This design comes from an exercise in tuning for small area on the open sky130 flow, not from production work. Function was checked by simulation only, so behaviour that the tests miss may differ from the original.

--- flow/run.sh ---
#!/bin/bash
# synth_recipe.tcl (not shown) runs the flow's synth.tcl, then flattens the netlist and writes it again
# the make line also repeats each setting of config.mk as NAME=value (left out here)
make -C /OpenROAD-flow-scripts/flow DESIGN_CONFIG=/design/flow/config.mk WORK_HOME=/design/flow/orfs CLKGATE_MAP_FILE= SYNTH_SCRIPT=/design/flow/synth_recipe.tcl finish
--- flow/config.mk ---
export PLATFORM = sky130hd
export DESIGN_NAME = calc_top
export DESIGN_NICKNAME = calc_top
export VERILOG_FILES = /design/flow/design.v
export SDC_FILE = /design/flow/constraint.sdc
export NUM_CORES = 4
export LEC_CHECK = 0
export CAP_MARGIN = 20
export CORE_MARGIN = 2
export CORE_UTILIZATION = 40
export SLEW_MARGIN = 20
--- flow/constraint.sdc ---
create_clock -name core_clock -period 80.0 [get_ports {clk}]
set_input_delay 16.0000 -clock core_clock [delete_from_list [all_inputs] [get_ports {clk}]]
set_output_delay 16.0000 -clock core_clock [all_outputs]
set_load 0.01 [all_outputs]
--- flow/design.v ---
`default_nettype none
package calc_pkg;
    localparam int NUM_DIGITS = 6;
    localparam int BCD_W      = 24;
    localparam int BIN_W      = 20;        
    localparam int MAX_VALUE  = 999999;
    localparam int MAX_NEG    = 99999;     
    localparam logic [7:0] SC_0     = 8'h70;
    localparam logic [7:0] SC_1     = 8'h69;
    localparam logic [7:0] SC_2     = 8'h72;
    localparam logic [7:0] SC_3     = 8'h7A;
    localparam logic [7:0] SC_4     = 8'h6B;
    localparam logic [7:0] SC_5     = 8'h73;
    localparam logic [7:0] SC_6     = 8'h74;
    localparam logic [7:0] SC_7     = 8'h6C;
    localparam logic [7:0] SC_8     = 8'h75;
    localparam logic [7:0] SC_9     = 8'h7D;
    localparam logic [7:0] SC_ADD   = 8'h79;
    localparam logic [7:0] SC_SUB   = 8'h7B;
    localparam logic [7:0] SC_MUL   = 8'h7C;
    localparam logic [7:0] SC_DIV   = 8'h4A;
    localparam logic [7:0] SC_BACK  = 8'h66;
    localparam logic [7:0] SC_SPACE = 8'h29;
    localparam logic [7:0] SC_ENTER = 8'h5A;
    localparam logic [7:0] SC_BREAK = 8'hF0;    
    localparam logic [3:0] NIB_ERR   = 4'hE;
    localparam logic [3:0] NIB_MINUS = 4'hF;
    typedef enum logic [2:0] {
        KEY_DIGIT, KEY_ADD, KEY_SUB, KEY_MUL, KEY_DIV, KEY_BACK, KEY_SPACE, KEY_ENTER
    } key_kind_e;
    typedef enum logic [1:0] {OP_ADD, OP_SUB, OP_MUL, OP_DIV} op_e;
    typedef enum logic [1:0] {ST_IDLE, ST_FIRST, ST_SECOND, ST_RESULT} entry_state_e;
    typedef logic [BCD_W-1:0] bcd_num_t;             
    typedef logic [NUM_DIGITS-1:0][6:0] seg_digits_t;
    typedef struct packed {
        logic      valid;
        key_kind_e kind;
        logic [3:0] digit;
    } key_event_t;
    typedef struct packed {
        logic             start;
        op_e              op;
        logic [BIN_W-1:0] a;
        logic [BIN_W-1:0] b;
    } alu_req_t;
    typedef struct packed {
        bcd_num_t result;      
        bcd_num_t remainder;
        logic     error;
        logic     negative;
    } alu_res_t;
    typedef struct packed {
        entry_state_e state;
        bcd_num_t     first;
        bcd_num_t     second;
        logic         is_div;
        logic         show_rem;
    } entry_status_t;
    function automatic logic [BIN_W-1:0] bcd_to_bin(input bcd_num_t bcd);
        logic [BIN_W-1:0] acc;
        acc = '0;
        for (int i = NUM_DIGITS - 1; i >= 0; i--) begin
            acc = acc * BIN_W'(10) + BIN_W'(bcd[i*4 +: 4]);
        end
        bcd_to_bin = acc;
    endfunction
    function automatic bcd_num_t bin_to_bcd(input logic [BIN_W-1:0] bin);
        bcd_num_t bcd;
        bcd = '0;
        for (int i = BIN_W - 1; i >= 0; i--) begin
            for (int d = 0; d < NUM_DIGITS; d++) begin
                if (bcd[d*4 +: 4] >= 4'd5)
                    bcd[d*4 +: 4] = bcd[d*4 +: 4] + 4'd3;
            end
            bcd = {bcd[BCD_W-2:0], bin[i]};
        end
        bin_to_bcd = bcd;
    endfunction
    function automatic logic [6:0] seg7_of(input logic [3:0] nib);
        case (nib)
            4'h0:      seg7_of = 7'b1000000;
            4'h1:      seg7_of = 7'b1111001;
            4'h2:      seg7_of = 7'b0100100;
            4'h3:      seg7_of = 7'b0110000;
            4'h4:      seg7_of = 7'b0011001;
            4'h5:      seg7_of = 7'b0010010;
            4'h6:      seg7_of = 7'b0000010;
            4'h7:      seg7_of = 7'b1111000;
            4'h8:      seg7_of = 7'b0000000;
            4'h9:      seg7_of = 7'b0010000;
            NIB_ERR:   seg7_of = 7'b0000110;
            NIB_MINUS: seg7_of = 7'b0111111;    
            default:   seg7_of = 7'b1111111;    
        endcase
    endfunction
endpackage
`default_nettype wire
`default_nettype none
module key_filter
(
    input  logic       clk,
    input  logic       iRST_n,
    input  logic [7:0] key_byte,
    input  logic       key_valid,
    output calc_pkg::key_event_t key_evt
);
    logic       skip_next;    
    calc_pkg::key_event_t dec;
    always_comb begin
        dec.valid = 1'b1;
        dec.kind  = calc_pkg::KEY_DIGIT;
        dec.digit = 4'd0;
        case (key_byte)
            calc_pkg::SC_0:     dec.digit = 4'd0;
            calc_pkg::SC_1:     dec.digit = 4'd1;
            calc_pkg::SC_2:     dec.digit = 4'd2;
            calc_pkg::SC_3:     dec.digit = 4'd3;
            calc_pkg::SC_4:     dec.digit = 4'd4;
            calc_pkg::SC_5:     dec.digit = 4'd5;
            calc_pkg::SC_6:     dec.digit = 4'd6;
            calc_pkg::SC_7:     dec.digit = 4'd7;
            calc_pkg::SC_8:     dec.digit = 4'd8;
            calc_pkg::SC_9:     dec.digit = 4'd9;
            calc_pkg::SC_ADD:   dec.kind  = calc_pkg::KEY_ADD;
            calc_pkg::SC_SUB:   dec.kind  = calc_pkg::KEY_SUB;
            calc_pkg::SC_MUL:   dec.kind  = calc_pkg::KEY_MUL;
            calc_pkg::SC_DIV:   dec.kind  = calc_pkg::KEY_DIV;
            calc_pkg::SC_BACK:  dec.kind  = calc_pkg::KEY_BACK;
            calc_pkg::SC_SPACE: dec.kind  = calc_pkg::KEY_SPACE;
            calc_pkg::SC_ENTER: dec.kind  = calc_pkg::KEY_ENTER;
            default:  dec.valid = 1'b0;      
        endcase
    end
    always_ff @(posedge clk or negedge iRST_n) begin
        if (!iRST_n) begin
            skip_next <= 1'b0;
            key_evt   <= '0;
        end else begin
            key_evt.valid <= 1'b0;
            if (key_valid) begin
                if (key_byte == calc_pkg::SC_BREAK) begin
                    skip_next <= 1'b1;
                end else if (skip_next) begin
                    skip_next <= 1'b0;       
                end else begin
                    key_evt <= dec;
                end
            end
        end
    end
endmodule
`default_nettype wire
`default_nettype none
module entry_fsm
(
    input  logic          clk,
    input  logic          iRST_n,
    input  calc_pkg::key_event_t    key_evt,
    output calc_pkg::alu_req_t      alu_req,
    output calc_pkg::entry_status_t status
);
    calc_pkg::entry_state_e state;
    calc_pkg::bcd_num_t     first_num;
    calc_pkg::bcd_num_t     second_num;
    calc_pkg::op_e          op;
    logic         is_div;
    logic         show_rem;
    logic         start_pulse;
    function automatic calc_pkg::bcd_num_t push_digit(input calc_pkg::bcd_num_t num, input logic [3:0] dig);
        if (num[calc_pkg::BCD_W-1 -: 4] != 4'h0)
            push_digit = num;
        else
            push_digit = {num[calc_pkg::BCD_W-5:0], dig};
    endfunction
    function automatic calc_pkg::bcd_num_t pop_digit(input calc_pkg::bcd_num_t num);
        pop_digit = {4'h0, num[calc_pkg::BCD_W-1:4]};
    endfunction
    function automatic calc_pkg::op_e op_of(input calc_pkg::key_kind_e kind);
        case (kind)
            calc_pkg::KEY_SUB: op_of = calc_pkg::OP_SUB;
            calc_pkg::KEY_MUL: op_of = calc_pkg::OP_MUL;
            calc_pkg::KEY_DIV: op_of = calc_pkg::OP_DIV;
            default: op_of = calc_pkg::OP_ADD;
        endcase
    endfunction
    always_ff @(posedge clk or negedge iRST_n) begin
        if (!iRST_n) begin
            state       <= calc_pkg::ST_IDLE;
            first_num   <= '0;
            second_num  <= '0;
            op          <= calc_pkg::OP_ADD;
            is_div      <= 1'b0;
            show_rem    <= 1'b0;
            start_pulse <= 1'b0;
        end else begin
            start_pulse <= 1'b0;
            if (key_evt.valid) begin
                case (key_evt.kind)
                    calc_pkg::KEY_DIGIT: begin
                        case (state)
                            calc_pkg::ST_IDLE: begin
                                first_num <= calc_pkg::BCD_W'(key_evt.digit);
                                state     <= calc_pkg::ST_FIRST;
                            end
                            calc_pkg::ST_FIRST:  first_num  <= push_digit(first_num, key_evt.digit);
                            calc_pkg::ST_SECOND: second_num <= push_digit(second_num, key_evt.digit);
                            default:   ;             
                        endcase
                    end
                    calc_pkg::KEY_ADD, calc_pkg::KEY_SUB, calc_pkg::KEY_MUL, calc_pkg::KEY_DIV: begin
                        if (state == calc_pkg::ST_FIRST) begin
                            op     <= op_of(key_evt.kind);
                            is_div <= (key_evt.kind == calc_pkg::KEY_DIV);
                            state  <= calc_pkg::ST_SECOND;
                        end
                    end
                    calc_pkg::KEY_BACK: begin
                        if (state == calc_pkg::ST_FIRST) begin
                            first_num <= pop_digit(first_num);
                            if (first_num[calc_pkg::BCD_W-1:4] == '0)
                                state <= calc_pkg::ST_IDLE;
                        end else if (state == calc_pkg::ST_SECOND) begin
                            second_num <= pop_digit(second_num);
                            if (second_num[calc_pkg::BCD_W-1:4] == '0) begin
                                state  <= calc_pkg::ST_FIRST;
                                op     <= calc_pkg::OP_ADD;
                                is_div <= 1'b0;
                            end
                        end
                    end
                    calc_pkg::KEY_SPACE: begin
                        if (state == calc_pkg::ST_RESULT && is_div)
                            show_rem <= ~show_rem;   
                    end
                    calc_pkg::KEY_ENTER: begin
                        if (state == calc_pkg::ST_SECOND) begin
                            start_pulse <= 1'b1;
                            show_rem    <= 1'b0;
                            state       <= calc_pkg::ST_RESULT;
                        end else begin
                            state      <= calc_pkg::ST_IDLE;   
                            first_num  <= '0;
                            second_num <= '0;
                            op         <= calc_pkg::OP_ADD;
                            is_div     <= 1'b0;
                            show_rem   <= 1'b0;
                        end
                    end
                endcase
            end
        end
    end
    always_comb begin
        alu_req.start = start_pulse;
        alu_req.op    = op;
        alu_req.a     = calc_pkg::bcd_to_bin(first_num);
        alu_req.b     = calc_pkg::bcd_to_bin(second_num);
    end
    always_comb begin
        status.state    = state;
        status.first    = first_num;
        status.second   = second_num;
        status.is_div   = is_div;
        status.show_rem = show_rem;
    end
endmodule
`default_nettype wire
`default_nettype none
module calc_alu
(
    input  logic     clk,
    input  logic     iRST_n,
    input  calc_pkg::alu_req_t alu_req,
    output calc_pkg::alu_res_t alu_res
);
    logic [calc_pkg::BIN_W-1:0]   a;
    logic [calc_pkg::BIN_W-1:0]   b;
    logic [calc_pkg::BIN_W:0]     sum;         
    logic [2*calc_pkg::BIN_W-1:0] prod;        
    logic [calc_pkg::BIN_W-1:0]   value;
    logic [calc_pkg::BIN_W-1:0]   rem_val;
    logic               err;
    logic               neg;
    calc_pkg::bcd_num_t res_q;
    calc_pkg::bcd_num_t rem_q;
    logic     err_q;
    logic     neg_q;
    assign a = alu_req.a;
    assign b = alu_req.b;
    always_comb begin
        sum     = {1'b0, a} + {1'b0, b};
        prod    = {{calc_pkg::BIN_W{1'b0}}, a} * {{calc_pkg::BIN_W{1'b0}}, b};
        value   = '0;
        rem_val = '0;
        err     = 1'b0;
        neg     = 1'b0;
        case (alu_req.op)
            calc_pkg::OP_ADD: begin
                value = sum[calc_pkg::BIN_W-1:0];
                err   = sum > (calc_pkg::BIN_W+1)'(calc_pkg::MAX_VALUE);
            end
            calc_pkg::OP_SUB: begin
                if (a >= b) begin
                    value = a - b;
                end else begin
                    value = b - a;               
                    neg   = 1'b1;
                    err   = value > calc_pkg::BIN_W'(calc_pkg::MAX_NEG);
                end
            end
            calc_pkg::OP_MUL: begin
                value = prod[calc_pkg::BIN_W-1:0];
                err   = prod > (2*calc_pkg::BIN_W)'(calc_pkg::MAX_VALUE);
            end
            calc_pkg::OP_DIV: begin
                if (b == '0) begin
                    err = 1'b1;
                end else begin
                    value   = a / b;
                    rem_val = a % b;
                end
            end
        endcase
    end
    always_ff @(posedge clk or negedge iRST_n) begin
        if (!iRST_n) begin
            err_q <= 1'b0;
            neg_q <= 1'b0;
        end else if (alu_req.start) begin
            err_q <= err;
            neg_q <= neg & ~err;
        end
    end
    always_ff @(posedge clk) begin
        if (alu_req.start) begin
            res_q <= err ? '0 : calc_pkg::bin_to_bcd(value);
            rem_q <= err ? '0 : calc_pkg::bin_to_bcd(rem_val);
        end
    end
    always_comb begin
        alu_res.result    = res_q;
        alu_res.remainder = rem_q;
        alu_res.error     = err_q;
        alu_res.negative  = neg_q;
    end
endmodule
`default_nettype wire
`default_nettype none
module display_sel
(
    input  calc_pkg::entry_status_t status,
    input  calc_pkg::alu_res_t      alu_res,
    output logic [41:0]             seg,      
    output calc_pkg::bcd_num_t      display_bcd
);
    calc_pkg::bcd_num_t shown;
    always_comb begin
        case (status.state)
            calc_pkg::ST_RESULT: begin
                if (alu_res.error) begin
                    shown = calc_pkg::BCD_W'(calc_pkg::NIB_ERR);             
                end else if (alu_res.negative) begin
                    shown = {calc_pkg::NIB_MINUS, alu_res.result[calc_pkg::BCD_W-5:0]};
                end else if (status.is_div && status.show_rem) begin
                    shown = alu_res.remainder;
                end else begin
                    shown = alu_res.result;
                end
            end
            calc_pkg::ST_SECOND: shown = status.second;
            default:   shown = status.first;    
        endcase
    end
    assign display_bcd = shown;
    always_comb begin
        for (int i = 0; i < calc_pkg::NUM_DIGITS; i++) begin
            seg[i*7 +: 7] = calc_pkg::seg7_of(shown[i*4 +: 4]);
        end
    end
endmodule
`default_nettype wire
`default_nettype none
module calc_top
(
    input  logic        clk,
    input  logic        iRST_n,
    input  logic [7:0]  key_byte,      
    input  logic        key_valid,     
    output logic [41:0] seg,           
    output logic [23:0] display_bcd
);
    calc_pkg::key_event_t    key_evt;
    calc_pkg::alu_req_t      alu_req;
    calc_pkg::alu_res_t      alu_res;
    calc_pkg::entry_status_t status;
    logic [41:0]             seg_d;
    calc_pkg::bcd_num_t      bcd_d;
    key_filter u_key_filter (
        .clk       (clk),
        .iRST_n    (iRST_n),
        .key_byte  (key_byte),
        .key_valid (key_valid),
        .key_evt   (key_evt)
    );
    entry_fsm u_entry_fsm (
        .clk     (clk),
        .iRST_n  (iRST_n),
        .key_evt (key_evt),
        .alu_req (alu_req),
        .status  (status)
    );
    calc_alu u_calc_alu (
        .clk     (clk),
        .iRST_n  (iRST_n),
        .alu_req (alu_req),
        .alu_res (alu_res)
    );
    display_sel u_display_sel (
        .status      (status),
        .alu_res     (alu_res),
        .seg         (seg_d),
        .display_bcd (bcd_d)
    );
    assign seg         = seg_d;
    assign display_bcd = bcd_d;
endmodule
`default_nettype wire
==> results.tsv <==
stage	metric	value	unit
run_status	status	no timing/DRC/antenna violations	
sta	fin_crit_sh	0.9282	
clocking	clock-sinks	114	
critical_path	crit_arrival	74.49	ns
detailed_routing	wl_per_cell	20.84	um
detailed_routing	drtPass1Iterations	6	
global_routing	grt_pass1_wl	315800	um
clocking	cts-root-buf	clkbuf_16	
critical_path	r2r-start	u_entry_fsm.second_num[23]$_DFFE_PN0P_	
global_routing	grt_pass1_vias	55470	
die	die_h	387.1	um
die	initial_core_util	0.4028	
sta	setup_viol	0	
synthesis	synth_area	58710	um2
critical_path	cp-start-kind	flip-flop	
cells_and_area	final_cells	9772	
cells_and_area	final_common_cell	ha_1	
synthesis	synth_cell_type_count	140	
synthesis	seq_area_frac_synth	0.05268	
hold_path	hp-class	reg2reg	
die	io_pins	77	
global_routing	grt_usage	0.2610	
global_routing	antenna_found_initial	1	
sta	hold_violations	0	
synthesis	syn_area_per_cell	7.503	um2
die	core_region_area	145700	um2
detailed_routing	drcViolationCount	0	
synthesis	synth_seq_cells	114	
sta	min_period	74.26	ns
cells_and_area	final_util	0.4326	
sta	maxSlewHeadroom	0.1329	
place	dp_cells	9732	
sta	skew	0.01019	ns
global_routing	gr-total-overflow	0	
critical_path	crit_fanout	28	
synthesis	yosys_warnings	4	
critical_path	cp.required	80.23	ns
clocking	cts_inserted_buffers	17	
die	die_x	387.1	um
sta	tightest_slew	1.289	ns
clocking	cts_buffer_depth	2	
hold_path	min_to	u_key_filter.skip_next$_DFFE_PN0P_	
clocking	path_clk_slew	0.06	ns
critical_path	slowest_stage	o32ai_1	
synthesis	ys.flop_type	dfrtp_1	
cells_and_area	antenna-diode-count	0	
cells_and_area	layout.nets	9073	
critical_path	ff2ff_setup_slack	5.74	ns
clocking	h-tree-depth	4	
detailed_routing	drt_iter0_markers	4945	
run	drv_cap	0	
sta	clock.fmax	13.47	MHz
place	dp_hpwl	163700	um
die	row_count	140	
critical_path	critPathMostFrequentCell	ha_1	
clocking	hold_buffers	0	
synthesis	synthArstFlopShare	0.5789	
detailed_routing	routed_wl	203600	um
critical_path	r2r_end	u_calc_alu.rem_q[2]$_SDFFCE_PP0P_	
detailed_routing	ant_nets	0	
sta	setup-tns-final	0	ns
cells_and_area	drive_gt1_frac	0.06480	
critical_path	critical_path_class	reg2reg	
critical_path	reg2regPathDepth	336	
detailed_routing	vias_per_cell	5.973	
critical_path	cp-end-kind	flip-flop	
hold_path	min-delay-start	u_key_filter.skip_next$_DFFE_PN0P_	
hold_path	min_path_cells	2	
global_routing	grt_max_degree	67	
synthesis	synth_edf_count	48	
clocking	cts_tree	done	
detailed_routing	num_vias	58370	
synthesis	synthCells	7825	
cells_and_area	area_growth	7.397	%
critical_path	cp_slowest_stage_delay	0.65	ns
die	dieArea	149900	um2
sta	report.final.slew_viol_count	0	
place	routabilityCongestion	1.046	
place	port_buffers	76	
clocking	clkLatencyLatePin	0.41	ns
cells_and_area	layout_common_cells	ha_1 (876), inv_1 (799), nor2_1 (769)	
-- worst max-delay path, delay by kind of cell (launching register included) --
kind	cells	cell delay, ns
muxes	5	1.37
adders and majority gates	44	12.41
buffers and inverters	29	4.09
and+or+nand+nor	87	17.06
DFF	1	0.57
xor gates and xnor gates	9	1.84
AOI/OAI and AO/OA	162	36.58
-- area by class of cell --
cell class,count,area [um2]
clock buffer,17,425.4
clock inverter,15,158.9
fill,14910,82690
inverter,847,3184
multi-input combinational,6646,51960
sequential,114,3097
tap,1917,2399
timing repair buffer,216,1823
-- flip-flops by register name (all words and copies together) (netlist names) --
name and flops:
u_calc_alu.res_q 24, u_calc_alu.neg_q 1, u_entry_fsm.start_pulse 1, u_calc_alu.err_q 1, u_entry_fsm.first_num 24, u_key_filter.key_evt 8
u_entry_fsm.second_num 24, u_entry_fsm.op 2, u_key_filter.skip_next 1, u_entry_fsm.show_rem 1, u_calc_alu.rem_q 24, u_entry_fsm.state 2
u_entry_fsm.is_div 1
-- repair_timing --
| action | 4_1_cts | 5_1_grt |
|---|---|---|
| setup endpoints to repair | 0 | 23 |
| resized for setup | 0 | 47 |
| buffers inserted | 0 | 8 |
-- metrics by stage --
step / instance area [um2] / setup WS, ns / hold WS (ns)
finish: 63050 / 5.745 / 0.5195
global route: 63050 / -0.05758 / 0.5957
CTS: 62760 / 1.812 / 0.5241
detailed placement: 62170 / 2.180 / 0.5097
global placement: 62170 / 4.300 / 0.5059
floorplan: 58710 / 13.03 / 0.4706
-- synthesized netlist by cell type, drive strengths merged, types with 73 or more instances --
cell type	number	area (um2)
o21bai	81	608.1
a21o	127	953.4
a21oi	550	2779
a211oi	80	623.1
nand2b	96	600.6
nand3	154	785.8
ha	876	10960
clkbuf	183	686.9
and2	73	459.2
nor2	778	2920
nor2b	93	581.8
mux2	114	1295
nor3	213	1091
xor2	165	1453
o211ai	95	738.2
fa	344	6887
nand2	717	2696
o21a	126	945.9
inv	826	3100
o21ai	434	2172
mux2i	176	1773
xnor2	295	2644
-- per-layer routing --
metal	track usage	vias to the layer above	part of all wire
met2	0.4122	2085	0.43
met3	0.03761	292	0.078
met4	0.07635	0	0.034
li1	-	27980	-
met5	0	-	0
met1	0.3673	28010	0.46
-- cell families after synthesis --
group,synth area share
simple gates,0.2006
compound gates,0.2499
fa+ha+maj,0.3040
buf+inv,0.06914
xor+xnor,0.07133
mux,0.05226
flops,0.05268
other cells,0.00006387
-- worst max path at each step --
| stage | cells past startpoint | endpoint | slack (ns) | start |
|---|---|---|---|---|
| 3_5_place_dp | 334 | u_calc_alu.rem_q[11]$_SDFFCE_PP0P_ | 2.18 | u_entry_fsm.second_num[23]$_DFFE_PN0P_ |
| 2_1_floorplan | 339 | u_calc_alu.rem_q[12]$_SDFFCE_PP0P_ | 13.03 | u_entry_fsm.second_num[21]$_DFFE_PN0P_ |
| 6_report | 336 | u_calc_alu.rem_q[2]$_SDFFCE_PP0P_ | 5.74 | u_entry_fsm.second_num[23]$_DFFE_PN0P_ |
| 5_1_grt | 340 | u_calc_alu.rem_q[11]$_SDFFCE_PP0P_ | -0.06 | u_entry_fsm.second_num[23]$_DFFE_PN0P_ |
| 4_1_cts | 334 | u_calc_alu.rem_q[11]$_SDFFCE_PP0P_ | 1.81 | u_entry_fsm.second_num[23]$_DFFE_PN0P_ |
| 3_3_place_gp | 337 | u_calc_alu.rem_q[22]$_SDFFCE_PP0P_ | 4.30 | u_entry_fsm.second_num[23]$_DFFE_PN0P_ |

-- what the ideal ports hide --
The flow's constraints put no driver on any port. The routed layout listed below was extracted and timed again, unchanged, in two steps.
Step 1 assumes that a clkbuf_16 drives the clock port and a buf_2 every other input.
Step 2 adds t to the input delays and takes it off the output delays; t is the mean of the earliest and latest rising clock arrival at the registers after step 1. Input paths then give back, and output paths get back, about the clock's delay inside the block.
Three values: no drivers, after step 1, after step 2; two values: the first two.
t (ns): 0.442
slack for setup (ns): 5.745 / 5.745 / 5.745
worst setup path after step 2: register to register
After both steps this run still meets setup and hold. For this run, drivers alone change the setup slack by 0.000 ns; drivers and shift together by 0.000 ns.
